Source: an optimization exercise on an open RTL-to-GDS flow (aim: a short achievable clock period and few clock cycles). Production flows keep margins and buffers that such runs may drop.
In this exercise RTL edits were held to simulation tests only and were not proved equivalent to the original.
Power is estimated from default activity; no workload was simulated.

==> run R <==
// first_fit_heap_allocator
module first_fit_heap_allocator #(
   parameter int HEAP_WORDS       = ffha_pkg::DEFAULT_HEAP_WORDS,
   parameter int INIT_BLOCK_WORDS = ffha_pkg::DEFAULT_INIT_BLOCK_WORDS
) (
   input  wire logic              clock,
   input  wire logic              reset,
   input  wire logic              req_valid,
   output      logic              req_ready,
   input  wire logic              req_opcode,
   input  wire logic [ffha_pkg::OFFW-1:0]   req_request_bytes,
   input  wire logic [ffha_pkg::OFFW-1:0]   req_release_offset,
   output      logic              rsp_valid,
   input  wire logic              rsp_ready,
   output      logic [ffha_pkg::OFFW-1:0]   rsp_payload_offset,
   output      logic [1:0]        rsp_status,
   input  wire logic              csr_valid,
   output      logic              csr_ready,
   input  wire logic              csr_split_enable
);
   localparam int N    = HEAP_WORDS;
   localparam int AW   = $clog2(HEAP_WORDS);
   localparam int SW   = AW;                      
   localparam int NW   = ffha_pkg::NEED_W;        
   localparam int OW   = ffha_pkg::OFFW;
   localparam int GW   = OW + 3;                  
   localparam int QD   = 6;                       
   localparam int CW   = 3;                       
   localparam int NC   = 4;                       
   localparam int GS   = N / NC;                  
   localparam int NSMALL_WORDS = ffha_pkg::INIT_SMALL_BLOCKS * INIT_BLOCK_WORDS;
   logic [SW-1:0] off_ff  [0:N-1];
   logic [SW-1:0] sz_ff   [0:N-1];
   logic [N-1:0]  free_ff;
   logic [N-1:0]  last_ff;
   logic [N-1:0]  bf_ff;
   logic [N-1:0]  lf_ff;
   logic          r1_vld_ff;
   logic          r1_rel_ff;         
   logic          r1_se_ff;          
   logic [NW-1:0] r1_need_ff  [0:NC-1];    
   logic [NW:0]   r1_n01_ff   [0:NC-1];    
   logic [AW-1:0] r1_ow_ff    [0:NC-1];    
   logic          r1_relok_ff [0:NC-1];    
   logic          r1_mis_ff;         
   logic          r2_vld_ff;
   logic          r2_rel_ff;
   logic          r2_se_ff;
   logic [NW-1:0] r2_need_ff   [0:NC-1];
   logic [NW-1:0] r2_needm1_ff [0:NC-1];
   logic [1:0]    r2_relst_ff;       
   logic [N-1:0]  r2_relmask_ff;     
   logic          r3_vld_ff;
   logic          r3_rel_ff;
  ...
Settings: LEC_CHECK=0, CAP_MARGIN=20, CORE_MARGIN=2, CORE_UTILIZATION=50, SETUP_SLACK_MARGIN=4.0, SLEW_MARGIN=20, SYNTH_HIERARCHICAL=1, TNS_END_PERCENT=5; clock period 7.0 ns.
run.sh (not shown) runs the stock make flow with config.mk's settings and CLKGATE_MAP_FILE= SYNTH_SCRIPT=/design/flow/synth_recipe.tcl, a recipe that flattens the netlist after the stock synthesis.
==> run Y: changes against run R <==
--- a/flow/design.v
+++ b/flow/design.v
@@ -136,57 +136,61 @@
    localparam int AW   = $clog2(HEAP_WORDS);
    localparam int SW   = AW;                      
    localparam int NW   = ffha_pkg::NEED_W;        
    localparam int OW   = ffha_pkg::OFFW;
    localparam int GW   = OW + 3;                  
-   localparam int QD   = 6;                       
+   localparam int QD   = 5;                       
    localparam int CW   = 3;                       
-   localparam int NC   = 4;                       
-   localparam int GS   = N / NC;                  
    localparam int NSMALL_WORDS = ffha_pkg::INIT_SMALL_BLOCKS * INIT_BLOCK_WORDS;
+   function automatic logic ge_f(input logic [NW:0] a, input logic [NW:0] b);
+      logic r;
+      r = 1'b1;
+      for (int k = 0; k <= NW; k++) begin
+         r = (a[k] & ~b[k]) | ((a[k] | ~b[k]) & r);
+      end
+      ge_f = r;
+   endfunction
    logic [SW-1:0] off_ff  [0:N-1];
    logic [SW-1:0] sz_ff   [0:N-1];
    logic [N-1:0]  free_ff;
    logic [N-1:0]  last_ff;
    logic [N-1:0]  bf_ff;
    logic [N-1:0]  lf_ff;
    logic          r1_vld_ff;
    logic          r1_rel_ff;         
    logic          r1_se_ff;          
-   logic [NW-1:0] r1_need_ff  [0:NC-1];    
-   logic [NW:0]   r1_n01_ff   [0:NC-1];    
-   logic [AW-1:0] r1_ow_ff    [0:NC-1];    
-   logic          r1_relok_ff [0:NC-1];    
+   logic [NW-1:0] r1_need_ff;        
+   logic [NW:0]   r1_n01_ff;         
+   logic [AW-1:0] r1_ow_ff;          
+   logic          r1_relok_ff;       
    logic          r1_mis_ff;         
    logic          r2_vld_ff;
    logic          r2_rel_ff;
    logic          r2_se_ff;
-   logic [NW-1:0] r2_need_ff   [0:NC-1];
-   logic [NW-1:0] r2_needm1_ff [0:NC-1];
+   logic [NW-1:0] r2_need_ff;
+   logic [NW-1:0] r2_needm1_ff;
    logic [1:0]    r2_relst_ff;       
    logic [N-1:0]  r2_relmask_ff;     
    logic          r3_vld_ff;
    logic          r3_rel_ff;
    logic [1:0]    r3_relst_ff;
    logic          r3_found_ff;
    logic [N-1:0]  r3_hsel_ff;        
-   logic          r4_vld_ff;
-   logic [OW+1:0] r4_dat_ff;         
    logic          split_en_ff;
    logic [QD-1:0]    q_vld_ff;
    logic [OW+1:0]    q_dat_ff [0:QD-1];
    logic [CW-1:0]    cnt_ff;
    logic             req_ready_ff;
    logic [N-1:0]  c1, c2, relmask_in;
    always_comb begin
       for (int j = 0; j < N; j++) begin
-         c1[j] = (NW'(sz_ff[j]) >= r1_need_ff[j / GS]) &&
+         c1[j] = ge_f((NW+1)'(sz_ff[j]), (NW+1)'(r1_need_ff)) &&
                  !(j == N - 1 && off_ff[j] == '0);
-         c2[j] = ((NW+1)'(sz_ff[j]) >= r1_n01_ff[j / GS]) &&
-                 !(j == N - 1 && NW'(off_ff[j]) == r2_need_ff[j / GS]);
-         relmask_in[j] = r1_relok_ff[j / GS] &&
-                         ((AW+1)'(off_ff[j]) == (AW+1)'(j + 1) - (AW+1)'(r1_ow_ff[j / GS]));
+         c2[j] = ge_f((NW+1)'(sz_ff[j]), r1_n01_ff) &&
+                 !(j == N - 1 && NW'(off_ff[j]) == r2_need_ff);
+         relmask_in[j] = r1_relok_ff &&
+                         ((AW+1)'(off_ff[j]) + (AW+1)'(r1_ow_ff) == (AW+1)'(j + 1));
       end
    end
    logic          do_alloc;
    logic          do_rel;
    logic [N-1:0]  pre;       
@@ -203,51 +207,38 @@
    logic [N-1:0]  free_u, bf_u, lf_u;
    logic [SW-1:0] off_in [0:N-1];
    logic [SW-1:0] sz_in  [0:N-1];
    logic [N-1:0]  free_in, last_in, bf_in, lf_in;
    logic [N-1:0]  ks [0:AW];
-   logic [N-1:0]  npre;      
-   logic [N-1:0]  take_g;
-   for (genvar j = 0; j < N; j++) begin : g_take
-      ffha_and2 u_take (.a(cand[j]), .b(npre[j]), .y(take_g[j]));
-   end
-   for (genvar l = 0; l < AW; l++) begin : g_ks
-      for (genvar j = 0; j < N; j++) begin : g_node
-         if (j >= (1 << l)) begin : g_op
-            if (l % 2 == 0) begin : g_nor
-               ffha_nor2 u_g (.a(ks[l][j]), .b(ks[l][j - (1 << l)]), .y(ks[l+1][j]));
-            end else begin : g_nand
-               ffha_nand2 u_g (.a(ks[l][j]), .b(ks[l][j - (1 << l)]), .y(ks[l+1][j]));
-            end
-         end else begin : g_pass
-            assign ks[l+1][j] = ~ks[l][j];
-         end
-      end
-   end
-   assign ks[0] = {lf_ff[N-2:0], 1'b0};
    always_comb begin
       do_alloc = r2_vld_ff && !r2_rel_ff;
       do_rel   = r2_vld_ff && r2_rel_ff;
-      npre  = ks[AW];        
-      pre   = ~npre;
+      ks[0] = {lf_ff[N-2:0], 1'b0};
+      for (int l = 0; l < AW; l++) begin
+         for (int j = 0; j < N; j++) begin
+            if (j >= (1 << l)) ks[l+1][j] = ks[l][j] | ks[l][j - (1 << l)];
+            else               ks[l+1][j] = ks[l][j];
+         end
+      end
+      pre   = ks[AW];
       found = pre[N-1] | lf_ff[N-1];
       for (int j = 0; j < N; j++) begin
          cand[j] = do_alloc && bf_ff[j];
-         take[j] = take_g[j];
+         take[j] = cand[j] && !pre[j];
          hd[j]   = (off_ff[j] == '0);
-         spl[j]  = r2_se_ff && (NW'(sz_ff[j]) > r2_need_ff[j / GS]);
-         lo[j]   = (NW'(off_ff[j]) < r2_need_ff[j / GS]);
+         spl[j]  = r2_se_ff && !ge_f((NW+1)'(r2_need_ff), (NW+1)'(sz_ff[j]));
+         lo[j]   = !ge_f((NW+1)'(off_ff[j]), (NW+1)'(r2_need_ff));
          rs_s[j] = spl[j] && !lo[j];
          free_s[j] = rs_s[j];
          if (rs_s[j]) begin
-            sz_s[j]   = sz_ff[j] - SW'(r2_need_ff[j / GS]);
-            off_s[j]  = off_ff[j] - SW'(r2_need_ff[j / GS]);
+            sz_s[j]   = sz_ff[j] - SW'(r2_need_ff);
+            off_s[j]  = off_ff[j] - SW'(r2_need_ff);
             last_s[j] = last_ff[j];
          end else if (spl[j]) begin
-            sz_s[j]   = SW'(r2_need_ff[j / GS]);
+            sz_s[j]   = SW'(r2_need_ff);
             off_s[j]  = off_ff[j];
-            last_s[j] = (NW'(off_ff[j]) == r2_needm1_ff[j / GS]);
+            last_s[j] = (NW'(off_ff[j]) == r2_needm1_ff);
          end else begin
             sz_s[j]   = sz_ff[j];
             off_s[j]  = off_ff[j];
             last_s[j] = last_ff[j];
          end
@@ -280,11 +271,11 @@
    always_comb begin
       hpos1 = '0;
       for (int j = 0; j < N - 1; j++) begin
          if (r3_hsel_ff[j]) hpos1 = hpos1 | AW'(j + 1);
       end
-      push = r4_vld_ff;
+      push = r3_vld_ff;
       if (r3_rel_ff) begin
          push_dat = {OW'(0), r3_relst_ff};
       end else if (r3_found_ff) begin
          push_dat = {hpos1, 3'b000, ffha_pkg::STATUS_OK};
       end else begin
@@ -321,11 +312,11 @@
       for (int k = 0; k < QD; k++) begin
          q_vld_in[k] = q_vld_sh[k];
          q_dat_in[k] = q_dat_sh[k];
          if (push && !q_vld_sh[k] && (k == 0 || q_vld_sh[(k + QD - 1) % QD])) begin
             q_vld_in[k] = 1'b1;
-            q_dat_in[k] = r4_dat_ff;
+            q_dat_in[k] = push_dat;
          end
       end
    end
    always_ff @(posedge clock) begin
       if (reset) begin
@@ -344,11 +335,10 @@
          bf_ff        <= '0;
          lf_ff        <= '0;
          r1_vld_ff    <= 1'b0;
          r2_vld_ff    <= 1'b0;
          r3_vld_ff    <= 1'b0;
-         r4_vld_ff    <= 1'b0;
          split_en_ff  <= 1'b1;
          q_vld_ff     <= '0;
          cnt_ff       <= '0;
          req_ready_ff <= 1'b1;
       end else begin
@@ -362,61 +352,30 @@
          lf_ff   <= lf_in;
          if (csr_valid) split_en_ff <= csr_split_enable;
          r1_vld_ff <= acc;
          r2_vld_ff <= r1_vld_ff;
          r3_vld_ff <= r2_vld_ff;
-         r4_vld_ff <= r3_vld_ff;
          q_vld_ff     <= q_vld_in;
          cnt_ff       <= cnt_in;
          req_ready_ff <= (cnt_in < CW'(QD));
       end
       r1_rel_ff   <= (req_opcode == ffha_pkg::OP_RELEASE);
       r1_se_ff    <= csr_valid ? csr_split_enable : split_en_ff;
-      for (int k = 0; k < NC; k++) begin
-         if ((k == 0) || (k == 1 && acc) || (k == 2 && req_valid) || (k == 3 && req_ready_ff)) begin
-            r1_need_ff[k]  <= req_need;
-            r1_n01_ff[k]   <= (NW+1)'(req_need) + (NW+1)'(r1_need_ff[k]);
-            r1_ow_ff[k]    <= req_release_offset[OW-1:3];
-            r1_relok_ff[k] <= (req_release_offset[2:0] == 3'd0) && (req_release_offset[OW-1:3] != '0);
-         end
-      end
+      r1_need_ff  <= req_need;
+      r1_n01_ff   <= (NW+1)'(req_need) + (NW+1)'(r1_need_ff);
+      r1_ow_ff    <= req_release_offset[OW-1:3];
+      r1_relok_ff <= (req_release_offset[2:0] == 3'd0) && (req_release_offset[OW-1:3] != '0);
       r1_mis_ff   <= (req_release_offset[2:0] != 3'd0);
       r2_rel_ff     <= r1_rel_ff;
       r2_se_ff      <= r1_se_ff;
-      for (int k = 0; k < NC; k++) begin
-         r2_need_ff[k]   <= r1_need_ff[k];
-         r2_needm1_ff[k] <= r1_need_ff[k] - NW'(1);
-      end
+      r2_need_ff    <= r1_need_ff;
+      r2_needm1_ff  <= r1_need_ff - NW'(1);
       r2_relst_ff   <= r1_mis_ff ? ffha_pkg::STATUS_MISALIGNED : ffha_pkg::STATUS_OK;
       r2_relmask_ff <= relmask_in;
       r3_rel_ff   <= r2_rel_ff;
       r3_relst_ff <= r2_relst_ff;
       r3_found_ff <= found;
       r3_hsel_ff  <= take & hd;
-      r4_dat_ff   <= push_dat;
       for (int k = 0; k < QD; k++) q_dat_ff[k] <= q_dat_in[k];
    end
 endmodule
 `default_nettype wire
-`default_nettype none
-module ffha_nor2 (
-   input  wire logic a,
-   input  wire logic b,
-   output      logic y
-);
-   assign y = ~(a | b);
-endmodule
-module ffha_and2 (
-   input  wire logic a,
-   input  wire logic b,
-   output      logic y
-);
-   assign y = a & b;
-endmodule
-module ffha_nand2 (
-   input  wire logic a,
-   input  wire logic b,
-   output      logic y
-);
-   assign y = ~(a & b);
-endmodule
-`default_nettype wire
Settings changed: SYNTH_HIERARCHICAL 1 to default.
==> summary.txt <==
----------------------------------------------------
[Clock tree]
  Clock Sinks ... 2682

[Power and ir drop]
  LEAKAGE ... 131 nW

[Status]
  Status ... complete, no violations

[Synth]
  Mux cell area share after synthesis ... 0.0232
  Post-synthesis cell count ... 30900

[STA]
  Tightest slew margin relative to the limit ... 0.210
  Smallest hold slack ... 0.327 ns

[Placed design]
  Cell count after placement ... 37100

[Layout]
  Number of nets in the finished design ... 36200

----------------------------------------------------
The numbers above come from run Y.

==> summary.txt <==
----------------------------------------------------
[Placed design]
  Cell count after placement ... 35700

[Clock tree]
  Clock Sinks ... 2828

[Synth]
  Post-synthesis cell count ... 29700
  Mux cell area share after synthesis ... 0.0140

[STA]
  Smallest hold slack ... 0.328 ns
  Tightest slew margin relative to the limit ... 0.123

[Status]
  Status ... complete, no violations

[Global routing]
  Number of antenna violations at the first check in global routing ... 142

[Layout]
  Number of nets in the finished design ... 34000

[Power and ir drop]
  LEAKAGE ... 118 nW

----------------------------------------------------
The numbers above come from run R.

Testbench counts of run R, summed over its fixed seeds: cycles 4,840.
Testbench counts of run Y, summed over its fixed seeds: cycles 4,832.

==> inputs of wip/lagoon <==
first_fit_heap_allocator, a different RTL version from the one above (not shown whole).
export LEC_CHECK = 0
export CAP_MARGIN = 20
export CORE_MARGIN = 2
export CORE_UTILIZATION = 50
export SETUP_SLACK_MARGIN = 4.0
export SLEW_MARGIN = 20
export SYNTH_HIERARCHICAL = 1
export TNS_END_PERCENT = 5
create_clock -name core_clock -period 7.0 [get_ports {clock}]
standard.sh (not shown) runs the stock make flow with config.mk's settings and CLKGATE_MAP_FILE= SYNTH_SCRIPT=/design/flow/synth_recipe.tcl, a recipe that flattens the netlist after the stock synthesis.
==> flow/flow/run.sh <==
#!/bin/bash
# The standard layout, with the port buffers made of plain buffers
# (sky130_fd_sc_hd__buf_4) instead of the delay buffers buffer_ports picks by
# default; every input and output port still gets its own buffer.
# make's full output goes to make.log beside this run; ORFS keeps each step's
# log under orfs/logs/.
set -euo pipefail
export BUFFER_PORTS_ARGS="-buffer_cell sky130_fd_sc_hd__buf_4"
bash standard.sh finish > make.log 2>&1
==> wip/ember: changes against wip/lagoon <==
==> flow/run.sh (new file) <==
#!/bin/bash
# synth_recipe.tcl (not shown) runs the flow's synth.tcl, then flattens the netlist and writes it again
# the make line also repeats each setting of config.mk as NAME=value (left out here)
make -C /OpenROAD-flow-scripts/flow DESIGN_CONFIG=/design/flow/config.mk WORK_HOME=/design/flow/orfs CLKGATE_MAP_FILE= SYNTH_SCRIPT=/design/flow/synth_recipe.tcl finish
removed: flow/flow/run.sh
removed: flow/standard.sh
==> summary of the runs <==
Critical path depth: wip/ember is higher than wip/lagoon (1).
Of wip/lagoon and wip/ember, wip/lagoon has the higher non-clock buffer count (gap 14).
Against wip/lagoon, the global-route usage of wip/ember is lower by 0.28 points.
Against wip/lagoon, the via count of wip/ember is smaller by 0.50%.
Of wip/ember and wip/lagoon, wip/ember has the higher final area (gap 0.27%, measured against wip/lagoon).
In wip/lagoon the worst hold slack is lower than in wip/ember, by 0.0012 ns.
In wip/ember the register-to-register slack is higher than in wip/lagoon, by 0.18 ns.
Against wip/ember, the fmax of wip/lagoon is smaller by about 5%.
In wip/ember the wire length is lower than in wip/lagoon, by 1.1%.
Testbench counts of wip/lagoon, summed over its fixed seeds: cycles 4,840.
Testbench counts of wip/ember, summed over its fixed seeds: cycles 4,840.

## port drivers added, routing unchanged
How much do the figures lean on ideal ports? The routed layouts below were timed once more, with nothing changed but the port constraints.
Step 1 assumes that a clkbuf_16 drives the clock port and a buf_2 every other input.
Step 2 moves the port delays by t, midway between the first and last clock arrival at a register: inputs arrive t later, outputs are due t later. That takes back most of the time a late clock gives input paths.
Slacks: no drivers / after step 1 / after step 2; pairs: no drivers / after step 1.
run	t (ns)	setup slack, ns	worst setup path at the end	slew at the worst register clock pin (ns)
run R	1.156	3.462 / 3.462 / 2.596	input to register	0.07 / 0.07
run Y	1.168	3.040 / 3.040 / 2.476	input to register	0.07 / 0.07
wip/lagoon	1.150	3.367 / 3.367 / 2.676	input to register	0.07 / 0.07
wip/ember	1.153	3.545 / 3.545 / 2.736	input to register	0.07 / 0.07
After both steps setup and hold are still met in every run listed. The setup slack of run R, which loses most, moves by 0.000 ns with the drivers and by -0.866 ns with both steps.
